From an optimization exercise on the open Yosys and OpenROAD flow, aimed at small area, a short achievable clock period and few clock cycles per item; shortcuts taken in it are not production practice.
Only simulation tests tie the RTL to the original design; equivalence was not proved.

## cedar
Settings: LEC_CHECK=0, CAP_MARGIN=20, CORE_MARGIN=2, CORE_UTILIZATION=50, SETUP_SLACK_MARGIN=4.5, SLEW_MARGIN=20; clock period 8.0 ns.
standard.sh (not shown) runs the stock make flow with config.mk's settings and CLKGATE_MAP_FILE= SYNTH_SCRIPT=/design/flow/synth_recipe.tcl, a recipe that flattens the netlist after the stock synthesis.
==> flow/flow/run.sh <==
#!/bin/bash
set -euo pipefail
export BUFFER_PORTS_ARGS="-buffer_cell sky130_fd_sc_hd__buf_1"
bash standard.sh > standard.log 2>&1
Testbench counts of cedar, summed over its fixed seeds: cycles 3,072, items 384.
Inputs modified between cedar and yarrow:
-- flow/design.v --
<<< cedar, line 1
package gf_field_pkg;
  localparam int FIELD_W = 163;
  localparam int DIGIT_W = 28;
  localparam int NUM_DIGITS = 6;
  localparam int REST_W = (NUM_DIGITS - 1) * DIGIT_W;
  localparam int TOP_W  = FIELD_W - REST_W;
>>> yarrow, line 1
package gf_field_pkg;
  localparam int FIELD_W = 163;
  localparam int DIGIT_W = 41;
  localparam int NUM_DIGITS = 4;
  localparam int REST_W = (NUM_DIGITS - 1) * DIGIT_W;
  localparam int TOP_W  = FIELD_W - REST_W;
<<< cedar, line 13
endpackage
package mult_seq_pkg;
  localparam int NUM_STEPS = 6;
  typedef logic [NUM_STEPS-1:0] step_t;
endpackage
>>> yarrow, line 13
endpackage
package mult_seq_pkg;
  localparam int NUM_STEPS = 4;
  typedef logic [NUM_STEPS-1:0] step_t;
endpackage
==> run notes <==
- Of yarrow and cedar, the run reporting the higher cell total after placement was yarrow.
- Between yarrow and cedar, it is yarrow whose final routed wirelength across all metal layers is higher, by about 43%.
- Taking yarrow as 1.0, cedar lands at 0.73 on number of global-route vias before repair.
- Looking at worst setup slack, yarrow sits 0.10 ns lower than cedar does.
- Global-route usage in yarrow is 5.8 points higher than in cedar
- Cmp yarrow and cedar / synthesized cell count / higher: yarrow
- Count of instances resized after the clock tree is built for yarrow: 110% up relative to cedar
- yarrow against cedar: pre-CTS setup slack saw a decrease; maximum frequency saw a decrease; number of hold buffers added after CTS saw little to no change; routed wire length on met3 saw an increase; standard cell area after detailed placement saw an increase.
Testbench counts of yarrow, summed over its fixed seeds: cycles 2,304, items 384.

---

== v6 ==
gf_mult_top, a different RTL version from the one above (not shown whole).
For scale: roughly 9,200 cells after synthesis, about 490 I/O pins, roughly 0.071 mm² of cells after synthesis.
==> module digit_mac, before the edit <==
module digit_mac
(
  input  logic      clk,
  input  gf_field_pkg::gf_elem_t  a_reg,
  input  gf_field_pkg::gf_digit_t digit,
  input  logic      first,
  output gf_field_pkg::gf_elem_t  acc,
  output gf_field_pkg::gf_elem_t  acc_next
);
  localparam int W  = gf_field_pkg::FIELD_W;
  localparam int D  = gf_field_pkg::DIGIT_W;
  localparam int WW = W + D;                    
  logic [W-1:0]  acc_fb;
  logic [WW-1:0] wide;
  assign acc_fb = first ? '0 : acc;
  localparam int H  = D / 2;                    
  localparam int NP = (W + D - 1) / D;          
  logic [NP*D-1:0] a_pad;
  logic [2*H-2:0]  p_hh [NP];
  logic [2*H-2:0]  p_ll [NP];
  logic [2*H-2:0]  p_mm [NP];
  logic [H-1:0]    d_sum;
  assign a_pad = (NP*D)'(a_reg);
  assign d_sum = digit[2*H-1:H] ^ digit[H-1:0];
  always_comb begin
    for (int m = 0; m < NP; m++) begin
      logic [H-1:0] a_l, a_h, a_s;
      a_l = a_pad[m*D +: H];
      a_h = a_pad[m*D + H +: H];
      a_s = a_l ^ a_h;
      p_hh[m] = '0;
      p_ll[m] = '0;
      p_mm[m] = '0;
      for (int i = 0; i < H; i++) begin
        p_hh[m] = p_hh[m] ^ ((2*H-1)'(a_h) << i & {(2*H-1){digit[H+i]}});
        p_ll[m] = p_ll[m] ^ ((2*H-1)'(a_l) << i & {(2*H-1){digit[i]}});
        p_mm[m] = p_mm[m] ^ ((2*H-1)'(a_s) << i & {(2*H-1){d_sum[i]}});
      end
    end
  end
  always_comb begin
    wide = {acc_fb, {D{1'b0}}};
    for (int m = 0; m < NP; m++) begin
      wide = wide ^ (WW'(p_ll[m]) << (m*D))
                  ^ (WW'(p_ll[m] ^ p_hh[m] ^ p_mm[m]) << (m*D + H))
                  ^ (WW'(p_hh[m]) << (m*D + 2*H));
    end
    if (D % 2 == 1)
      wide = wide ^ ((WW'(a_reg) << (D - 1)) & {WW{digit[D-1]}});
  end
  always_comb begin
    acc_next = wide[W-1:0];
    for (int j = 0; j < D; j++) begin
      acc_next[j]     = acc_next[j]     ^ wide[W+j];
      acc_next[j + 3] = acc_next[j + 3] ^ wide[W+j];
      acc_next[j + 6] = acc_next[j + 6] ^ wide[W+j];
      acc_next[j + 7] = acc_next[j + 7] ^ wide[W+j];
    end
  end
  always_ff @(posedge clk) acc <= acc_next;
endmodule
clock: 8.0 ns
lec_check: 0
cap_margin: 20
core_margin: 2
core_utilization: 50
setup_slack_margin: 4.5
slew_margin: 20
run.sh (not shown) runs the stock make flow with config.mk's settings and CLKGATE_MAP_FILE= SYNTH_SCRIPT=/design/flow/synth_recipe.tcl, a recipe that flattens the netlist after the stock synthesis.
Stock flow here: none of the scripts above is used.
Testbench counts of v6, summed over its fixed seeds: cycles 3,072, items 384.
What v7 does differently from v6 at the input level:
diff --git a/flow/design.v b/flow/design.v
--- a/flow/design.v
+++ b/flow/design.v
@@ -76,6 +76,30 @@
   logic [2*H-2:0]  p_ll [NP];
   logic [2*H-2:0]  p_mm [NP];
   logic [H-1:0]    d_sum;
+  localparam int Q = H / 2;                     
+  function automatic logic [2*H-2:0] kmul(input logic [H-1:0] x, input logic [H-1:0] y);
+    logic [2*Q-2:0] hh, ll, mm;
+    logic [Q-1:0]   xs, ys;
+    logic [2*H-2:0] r;
+    xs = x[2*Q-1:Q] ^ x[Q-1:0];
+    ys = y[2*Q-1:Q] ^ y[Q-1:0];
+    hh = '0;
+    ll = '0;
+    mm = '0;
+    for (int i = 0; i < Q; i++) begin
+      hh = hh ^ (((2*Q-1)'(x[2*Q-1:Q]) << i) & {(2*Q-1){y[Q+i]}});
+      ll = ll ^ (((2*Q-1)'(x[Q-1:0]) << i) & {(2*Q-1){y[i]}});
+      mm = mm ^ (((2*Q-1)'(xs) << i) & {(2*Q-1){ys[i]}});
+    end
+    r = (2*H-1)'(ll) ^ ((2*H-1)'(ll ^ hh ^ mm) << Q) ^ ((2*H-1)'(hh) << (2*Q));
+    if (H % 2 == 1) begin
+      for (int i = 0; i < H; i++) begin
+        if (i < H - 1) r = r ^ (((2*H-1)'(x[i] & y[H-1])) << (i + H - 1));
+        r = r ^ (((2*H-1)'(x[H-1] & y[i])) << (i + H - 1));
+      end
+    end
+    kmul = r;
+  endfunction
   assign a_pad = (NP*D)'(a_reg);
   assign d_sum = digit[2*H-1:H] ^ digit[H-1:0];
   always_comb begin
@@ -87,11 +111,9 @@
       p_hh[m] = '0;
       p_ll[m] = '0;
       p_mm[m] = '0;
-      for (int i = 0; i < H; i++) begin
-        p_hh[m] = p_hh[m] ^ ((2*H-1)'(a_h) << i & {(2*H-1){digit[H+i]}});
-        p_ll[m] = p_ll[m] ^ ((2*H-1)'(a_l) << i & {(2*H-1){digit[i]}});
-        p_mm[m] = p_mm[m] ^ ((2*H-1)'(a_s) << i & {(2*H-1){d_sum[i]}});
-      end
+      p_hh[m] = kmul(a_h, digit[2*H-1:H]);
+      p_ll[m] = kmul(a_l, digit[H-1:0]);
+      p_mm[m] = kmul(a_s, d_sum);
     end
   end
   always_comb begin
Notes after the runs:
Delta(die width, v7 - v6) < 0
Diff v6 -> v7: routed wire length saw a decrease, final critical-path required period went up 0.091 ns, post-route cell area shrank by about 0.9%, count of filler cells inserted in the layout saw a decrease.
Compared to v6, v7 has pre-CTS setup slack 0.33 ns lower.
Number of standard cells in the layout, taps in and fillers out: v7 and v6 compared, higher one is v6
Testbench counts of v7, summed over its fixed seeds: cycles 3,072, items 384.

-- static timing again, ports no longer ideal --
The results above use ideal ports. As a check the final layouts listed here were re-extracted and re-timed, cells and wires unchanged. Step 1, drivers: a clkbuf_16 drives clk and a buf_2 each remaining input, both assumed. Step 2, shift: input delay + t, output delay - t, t = (earliest + latest rising clock arrival at the registers) / 2. This alone moves slack from input paths to output paths. Slacks: ideal ports / drivers / drivers and shift; pairs: ideal ports / drivers.
run | t, ns | setup slack, ns | slew at the worst register clock pin (ns)
cedar | 0.810 | 4.235 / 4.150 / 4.398 | 0.08 / 0.08
yarrow | 0.863 | 4.132 / 4.036 / 4.396 | 0.10 / 0.10
v6 | 0.815 | 4.431 / 4.427 / 3.813 | 0.08 / 0.08
v7 | 0.790 | 4.339 / 4.339 / 4.222 | 0.07 / 0.07
After both steps setup and hold are still met in every run listed. The setup slack of v6, which loses most, moves by -0.004 ns with the drivers and by -0.618 ns with both steps.
